This is an optimization exercise on Yosys and OpenROAD, whose aim is small area, a short achievable clock period and few clock cycles per item, not a production implementation. Function not checked in this run: the RTL went through the layout flow alone. Power is estimated from default activity; no workload was simulated.

==> flow/design.v <==
module icache_refill #(
    parameter int unsigned NUM_SETS        = 16,
    parameter int unsigned WORDS_PER_BLOCK = 8,
    parameter logic [31:0] NOP_INSTR       = 32'h00000013
) (
    input  logic        CLK,
    input  logic        RST,
    input  logic [31:0] PC,
    input  logic        flush,
    output logic [31:0] rd,
    output logic        hit,
    output logic        stall,
    output logic        mem_req,
    output logic [31:0] mem_addr,
    input  logic        mem_ack,
    input  logic [31:0] mem_rdata
);
    localparam int unsigned IDX_W  = $clog2(NUM_SETS);
    localparam int unsigned OFF_W  = $clog2(WORDS_PER_BLOCK);
    localparam int unsigned TAG_W  = 32 - IDX_W - OFF_W - 2;
    localparam int unsigned ADDR_W = IDX_W + OFF_W;           
    localparam int unsigned RING   = 4;                       
    localparam int unsigned POS_W  = $clog2(RING);
    localparam int unsigned GRP_W  = ADDR_W - POS_W;
    localparam int unsigned NGRP   = NUM_SETS * WORDS_PER_BLOCK / RING;
    localparam int unsigned NWB    = RING - 1;                
    logic [TAG_W-1:0]           tag_mem [NUM_SETS];
    logic [WORDS_PER_BLOCK-1:0] wvalid  [NUM_SETS];
    logic [31:0]                ring [NGRP][RING];
    logic [POS_W-1:0]           phase;
    logic                       wb_v    [1:NWB];
    logic [ADDR_W-1:0]          wb_slot [1:NWB];
    logic [31:0]                wb_data [1:NWB];
    logic [OFF_W-1:0]   pc_off;
    logic [IDX_W-1:0]   pc_idx;
    logic [TAG_W-1:0]   pc_tag;
    logic [ADDR_W-1:0]  pc_slot;
    logic [POS_W-1:0]   pc_pos;
    logic [POS_W-1:0]   pc_wait;
    logic               tag_hit;
    logic               blocked;
    logic               fill;
    logic               wr_en;
    logic [GRP_W-1:0]   wr_grp;
    logic [31:0]        wr_data;
    logic [31:0]        wdata;
    logic               wb_any;
    assign pc_off  = PC[OFF_W+1:2];
    assign pc_idx  = PC[IDX_W+OFF_W+1:OFF_W+2];
    assign pc_tag  = PC[31:IDX_W+OFF_W+2];
    assign pc_slot = PC[ADDR_W+1:2];
    assign pc_pos  = pc_slot[POS_W-1:0] - phase;    
    assign pc_wait = pc_pos;                        
    logic [3:0]          lhi_n;
    logic [3:0]          llo_n;
    logic [NUM_SETS-1:0] line_sel;
    for (genvar j = 0; j < 4; j++) begin : g_line_pre
        icache_g_nand2 u_hi (.a(j[1] ? pc_idx[3] : !pc_idx[3]), .b(j[0] ? pc_idx[2] : !pc_idx[2]), .y(lhi_n[j]));
        icache_g_nand2 u_lo (.a(j[1] ? pc_idx[1] : !pc_idx[1]), .b(j[0] ? pc_idx[0] : !pc_idx[0]), .y(llo_n[j]));
    end
    for (genvar i = 0; i < NUM_SETS; i++) begin : g_line_sel
        icache_g_nor2 u_sel (.a(lhi_n[i / 4]), .b(llo_n[i % 4]), .y(line_sel[i]));
    end
    logic [WORDS_PER_BLOCK-1:0] word_sel;
    for (genvar j = 0; j < WORDS_PER_BLOCK; j++) begin : g_word_sel
        icache_g_nor3 u_sel (
            .a(j[2] ? !pc_off[2] : pc_off[2]),
            .b(j[1] ? !pc_off[1] : pc_off[1]),
            .c(j[0] ? !pc_off[0] : pc_off[0]),
            .y(word_sel[j])
        );
    end
    logic [NUM_SETS-1:0] line_wv;
    logic [NUM_SETS-1:0] tag_eq;
    logic [NUM_SETS-1:0] line_hit_n;
    for (genvar i = 0; i < NUM_SETS; i++) begin : g_line
        logic [TAG_W-1:0] beq;
        logic [5:0]       beq_n;
        logic [1:0]       eq;
        icache_g_ao8 u_wv (.d(wvalid[i]), .s(word_sel), .y(line_wv[i]));
        for (genvar b = 0; b < TAG_W; b++) begin : g_beq
            icache_g_xnor2 u_x (.a(tag_mem[i][b]), .b(pc_tag[b]), .y(beq[b]));
        end
        for (genvar q = 0; q < 5; q++) begin : g_beq4
            icache_g_nand4 u_n (.a(beq[4*q]), .b(beq[4*q+1]), .c(beq[4*q+2]), .d(beq[4*q+3]), .y(beq_n[q]));
        end
        icache_g_nand3 u_n5 (.a(beq[20]), .b(beq[21]), .c(beq[22]), .y(beq_n[5]));
        icache_g_nor3 u_e0 (.a(beq_n[0]), .b(beq_n[1]), .c(beq_n[2]), .y(eq[0]));
        icache_g_nor3 u_e1 (.a(beq_n[3]), .b(beq_n[4]), .c(beq_n[5]), .y(eq[1]));
        assign tag_eq[i] = eq[0] && eq[1];
        icache_g_nand4 u_hit (.a(eq[0]), .b(eq[1]), .c(line_sel[i]), .d(line_wv[i]), .y(line_hit_n[i]));
    end
    assign tag_hit = |(tag_eq & line_sel);
    logic [3:0] cached_part;
    logic       cached_n;
    for (genvar q = 0; q < 4; q++) begin : g_cached
        icache_g_nand4 u_n (
            .a(line_hit_n[4*q]), .b(line_hit_n[4*q+1]), .c(line_hit_n[4*q+2]), .d(line_hit_n[4*q+3]),
            .y(cached_part[q])
        );
    end
    icache_g_nor4 u_cached (.a(cached_part[0]), .b(cached_part[1]), .c(cached_part[2]), .d(cached_part[3]), .y(cached_n));
    always_comb begin
        blocked = 1'b0;
        for (int k = 1; k <= NWB; k++) begin
            if (pc_wait == POS_W'(k - 1)) blocked = wb_v[k];
        end
    end
    icache_g_and2 u_req   (.a(cached_n), .b(!blocked), .y(mem_req));
    icache_g_nand2 u_hit  (.a(cached_n), .b(!mem_ack), .y(hit));
    icache_g_and2 u_stall (.a(cached_n), .b(!mem_ack), .y(stall));
    assign mem_addr = {PC[31:2], 2'b00};
    logic [31:0] rd_pos [RING];
    logic [31:0] rdata;
    always_comb begin
        for (int k = 0; k < RING; k++) begin
            rd_pos[k] = '0;
            for (int g = 0; g < NGRP; g++) begin
                rd_pos[k] = rd_pos[k] | (ring[g][k] & {32{pc_slot[ADDR_W-1:POS_W] == GRP_W'(g)}});
            end
        end
        rdata = rd_pos[pc_pos];
    end
    always_comb begin
        wdata  = '0;
        wb_any = 1'b0;
        for (int k = 1; k <= NWB; k++) begin
            if (wb_v[k] && (wb_slot[k] == pc_slot)) begin
                wdata  = wdata | wb_data[k];
                wb_any = 1'b1;
            end
        end
    end
    assign rd = mem_ack ? mem_rdata : (wb_any ? wdata : rdata);
    assign fill    = mem_ack && !RST && !flush;
    assign wr_en   = wb_v[1] || (fill && (pc_wait == '0));
    assign wr_grp  = wb_v[1] ? wb_slot[1][ADDR_W-1:POS_W] : pc_slot[ADDR_W-1:POS_W];
    assign wr_data = wb_v[1] ? wb_data[1] : mem_rdata;
    always_ff @(posedge CLK) begin
        if (RST || flush) begin
            for (int i = 0; i < NUM_SETS; i++) wvalid[i] <= '0;
        end else if (fill) begin
            if (tag_hit) begin
                wvalid[pc_idx][pc_off] <= 1'b1;
            end else begin
                wvalid[pc_idx]         <= '0;
                wvalid[pc_idx][pc_off] <= 1'b1;
            end
        end
    end
    always_ff @(posedge CLK) begin
        if (fill && !tag_hit) begin
            tag_mem[pc_idx] <= pc_tag;
        end
    end
    always_ff @(posedge CLK) begin
        if (RST) begin
            phase <= '0;
        end else begin
            phase <= phase + POS_W'(1);
        end
    end
    always_ff @(posedge CLK) begin
        for (int k = 1; k <= NWB; k++) begin
            if (fill && (pc_wait == POS_W'(k))) begin
                wb_slot[k] <= pc_slot;
                wb_data[k] <= mem_rdata;
            end else if (k < NWB) begin
                wb_slot[k] <= wb_slot[k+1];
                wb_data[k] <= wb_data[k+1];
            end
        end
        if (RST) begin
            for (int k = 1; k <= NWB; k++) wb_v[k] <= 1'b0;
        end else begin
            for (int k = 1; k <= NWB; k++) begin
                wb_v[k] <= (fill && (pc_wait == POS_W'(k))) || ((k < NWB) ? wb_v[k+1] : 1'b0);
            end
        end
    end
    always_ff @(posedge CLK) begin
        for (int g = 0; g < NGRP; g++) begin
            for (int k = 0; k < RING - 1; k++) begin
                ring[g][k] <= ring[g][k+1];
            end
            ring[g][RING-1] <= (wr_en && (wr_grp == GRP_W'(g))) ? wr_data : ring[g][0];
        end
    end
endmodule
module icache_g_nand2 (input logic a, b, output logic y);
    assign y = !(a && b);
endmodule
module icache_g_nand3 (input logic a, b, c, output logic y);
    assign y = !(a && b && c);
endmodule
module icache_g_nand4 (input logic a, b, c, d, output logic y);
    assign y = !(a && b && c && d);
endmodule
module icache_g_nor2 (input logic a, b, output logic y);
    assign y = !(a || b);
endmodule
module icache_g_nor3 (input logic a, b, c, output logic y);
    assign y = !(a || b || c);
endmodule
module icache_g_nor4 (input logic a, b, c, d, output logic y);
    assign y = !(a || b || c || d);
endmodule
module icache_g_and2 (input logic a, b, output logic y);
    assign y = a && b;
endmodule
module icache_g_xnor2 (input logic a, b, output logic y);
    assign y = !(a ^ b);
endmodule
module icache_g_ao8 (input logic [7:0] d, input logic [7:0] s, output logic y);
    assign y = |(d & s);
endmodule
==> flow/run.sh <==
#!/bin/bash
# synth_recipe.tcl (not shown) runs the flow's synth.tcl, then flattens the netlist and writes it again
# the make line also repeats each setting of config.mk as NAME=value (left out here)
make -C /OpenROAD-flow-scripts/flow DESIGN_CONFIG=/design/flow/config.mk WORK_HOME=/design/flow/orfs CLKGATE_MAP_FILE= SYNTH_SCRIPT=/design/flow/synth_recipe.tcl finish
==> flow/config.mk <==
export PLATFORM = sky130hd
export DESIGN_NAME = icache_refill
export DESIGN_NICKNAME = icache_refill
export VERILOG_FILES = /design/flow/design.v
export SDC_FILE = /design/flow/constraint.sdc
export NUM_CORES = 8
export LEC_CHECK = 0
export CAP_MARGIN = 20
export CORE_MARGIN = 2
export CORE_UTILIZATION = 60
export CTS_BUF_LIST = sky130_fd_sc_hd__clkbuf_16
export CTS_CLUSTER_DIAMETER = 90
export CTS_CLUSTER_SIZE = 25
export PLACE_DENSITY = 0.7
export SETUP_SLACK_MARGIN = 2.0
export SLEW_MARGIN = 60
export SYNTH_HIERARCHICAL = 1
export SYNTH_MEMORY_MAX_BITS = 16384
export SYNTH_MINIMUM_KEEP_SIZE = 0
==> flow/constraint.sdc <==
create_clock -name core_clock -period 7.0 [get_ports {CLK}]
set_input_delay 1.4000 -clock core_clock [delete_from_list [all_inputs] [get_ports {CLK}]]
set_output_delay 1.4000 -clock core_clock [all_outputs]
set_load 0.01 [all_outputs]
==> flow_summary.toml <==
[status]
status = "complete, no violations"

[global_routing]
grt_pass1_wl_mm = 852
overflow = 0
grt_start_max_net_pins = 129
first_global_vias = 108000
grt_usage_pct = 48.8
grt_antenna_before_repair = 68

[clock_tree]
clkLatencyLatePin_ns = 0.94
htreeDepth = 4
clk_transition_reported_paths_ns = 0.10
ctsRootBufferMaster = "clkbuf_16"
numCtsBuffers = 207
cts_tree = "yes"
cts.sinks = 4714
cts_buffer_depth = 3

[synth]
syn-instance-count = 12500
syn_area_um2 = 146000
synth_enable_flop_cells = 535
synthFlopType = "dfxtp_1"
yosysSeqAreaShare_pct = 68.2
synth-seq-cells = 4714
yosys_warnings = 17
synthArstFlopShare_pct = 0
ys_types = 93
avgSynthCellArea_um2 = 11.7

[pwr]
peakVddDrop_v = 0.000305
p_leak_uw = 0.0654
power_density_nw_per_um2 = 267

[critical_path]
cp_max_fo = 25
critical_path.top_delay_family = "buffers and inverters"
cpMaxStageDelayCell = "a222oi_1"
cp-startpoint = "PC[4]"
reg2reg_from = "phase[0]$_SDFF_PP0_"
startpoint_type = "input port"
max_stage_delay_ns = 0.55
cp_num_buf_inv = 7
crit_chain = "buf_16 -> buf_12 -> buf_4 -> nand3b_4 -> nor2_4 -> buf_12 -> buf_8 -> a22oi_2 -> nand3_1 -> or4_4 -> a222oi_1 -> o31ai_4 -> buf_4 -> buf_6"
worstSetupPathType = "input port to output pin"
cp-end-kind = "output pin"
cp.required_ns = 5.60
critPathArrivalTime_ns = 4.42

[sta]
fin_ws_ns = 1.18
grt_setup_unrepaired = "yes"
setup_viol = 0
hold_ws_ns = 0.326
max_slew.worst_pin.slew_ns = 0.685
slew_viol_final = 0
post-route-period-util_pct = 83.1
hold_viol = 0
slew_headroom_pct = 54.4
finalWorstPathRequiredPeriod_ns = 5.82
tns_ns = 0
skew_ns = 0.0554
fmax_ghz = 0.172

[floorplanning]
dieWidth_um = 498
row_count = 181
initial_core_util_pct = 60.3
ios = 135
core_area_um2 = 243000
fp.dieArea_um2 = 248000
die_h_um = 498

[placed_design]
dp_hpwl_mm = 380
gp_congestion = 0.984
dp_slack_ns = 0.140
port_buffers = 130

[drt]
post_drt_wl_per_cell_um = 39.2
dr_total_vias = 117000
drt_first_pass_iters = 9
drt_iter0_markers = 21200
drtAntennaViolNets = 0
viasPerCell = 7.15
drc = 0
wl_mm = 641

[final_layout]
final_cell_mix = "dfxtp_1 (4178), a22oi_1 (1352), nor2_1 (1180)"
final_common_cell = "dfxtp_1"
syn_to_final_growth_pct = 17.8
drive_gt1_share_pct = 16.3
nNetsFinal = 13100

[job]
maxCapViolations = 0

[min_path]
min_path_type = "flip-flop to flip-flop"
worstHoldStart = "ring[11][10]$_DFF_P_"
through the flow:
stage / cell area (um2) / instances / power [uW] / util, %
floorplan: 146000 / 12500 / 30300 / -
global placement: 154000 / 15500 / 31800 / 63.6
detailed placement: 156000 / 15600 / 32000 / 64.2
CTS: 169000 / 16100 / 45500 / 69.5
global route: 172000 / 16300 / 46900 / 70.9
finish: 172000 / 16300 / 46100 / 71.0
Yosys stat by module (local to each module, per instance), excerpt:
module          cells  times used  area (um2)  flops+latches
icache_g_ao8        5          16        36.3              0
icache_refill   11900           1      141000           4714
icache_g_nand2      1           9        3.75              0
icache_g_and2       1           2        6.26              0
icache_g_nor4       1           1        12.5              0
icache_g_xnor2      1         368        8.76              0
icache_g_nand4      1         100        6.26              0
cells by family after synthesis:
logic type	after synthesis	synth area share [%]
XOR/XNOR	393	2.36
adder cells (fa/ha/maj)	1	0.00855
multiplexers	162	1.18
flip-flops	4714	68.2
AO/OA/AOI/OAI	3204	14.7
buffers and inverters	969	2.83
other	1	0.00256
AND/OR/NAND/NOR	3101	10.7
registers in the layout, indices dropped and copies added (netlist names):
register  flops
ring       4096
tag_mem     368
wvalid      128
wb_data      96
wb_slot      21
wb_v          3
phase         2
repair_timing:
| action | 4_1_cts | 5_1_grt |
|---|---|---|
| hold buffers | 0 | 0 |
| setup buffers | 234 | 108 |
| resized for setup | 857 | 383 |
| endpoints found under the setup margin | 35 | 35 |
| cloned | 57 | 18 |
| pin swaps | 224 | 223 |
power by group:
group,switching [uW],internal (uW)
sequential,665,28300
clock,8480,5390
combinational,2080,1180
worst paths after layout:
path	slack, ns	to	cells after the start
worst min register to register	0.33	ring[10][10]$_DFF_P_	0
worst min-delay path	0.33	ring[10][10]$_DFF_P_	0
worst max register to register	3.31	ring[51][5]$_DFF_P_	14
worst max-delay path	1.18	rd[21]	14
synthesized netlist by cell type, types with 174 or more instances:
cell / instances / area share, %
a2111oi_0: 174 / 1.0
a22oi_1: 1426 / 7.3
o21ai_0: 183 / 0.63
nor2_1: 1232 / 3.2
and3_1: 566 / 2.4
buf_2: 258 / 0.88
a21oi_1: 1063 / 3.6
dfxtp_1: 4179 / 57
clkbuf_1: 569 / 1.5
xnor2_1: 391 / 2.3
nand2_1: 269 / 0.69
nand3_1: 357 / 1.2
edfxtp_1: 535 / 11
nand4_1: 375 / 1.6
final cells by class:
class | instances | area (um2)
diodes | 63 | 158
clock buffers | 207 | 5180
clock inverters | 52 | 432
fillers | 17000 | 70400
inverters | 13 | 81.3
multi-input cells | 6863 | 47300
flip-flops and latches | 4714 | 99700
well taps | 3202 | 4010
repair buffers | 1221 | 15400
worst register-to-register path, delay by kind of cell, from the launching register on:
kind | cells | cell delay, ns
buffers and inverters | 6 | 1.47
AND/OR/NAND/NOR | 3 | 0.82
XOR/XNOR | 2 | 0.53
flip-flops | 1 | 0.37
AO/OA/AOI/OAI | 2 | 0.24
adder cells (fa/ha/maj) | 1 | 0.20
per-layer routing:
metal / share of wire (%) / track usage [%] / routed length [um]
met4: 8.4 / 32.9 / 53600
met2: 40 / 68.6 / 259000
met1: 36 / 63.7 / 230000
met3: 15 / 16.3 / 97900
met5: 0.058 / 0 / 373

-- port drivers added, routing unchanged --
Ports are ideal in the flow. The routed layout listed here was re-timed in OpenROAD.
Step 1, drivers: a clkbuf_16 drives CLK and a buf_2 each remaining input, both assumed.
Step 2 times the ports against the registers' clock, not the clock port: input delays grow and output delays shrink by t, the midpoint of the rising clock arrivals with the driver on.
Three values: ideal ports, drivers, drivers and shift; two values: the first two.
t (ns): 1.010
slack for setup (ns): 1.183 / 0.817 / 0.817
clock arrival spread, ns: 0.057 / 0.057
slew at the worst register clock pin (ns): 0.11 / 0.11
After both steps setup and hold are still met in this run. For this run, drivers alone change the setup slack by -0.366 ns; drivers and shift together by -0.366 ns.
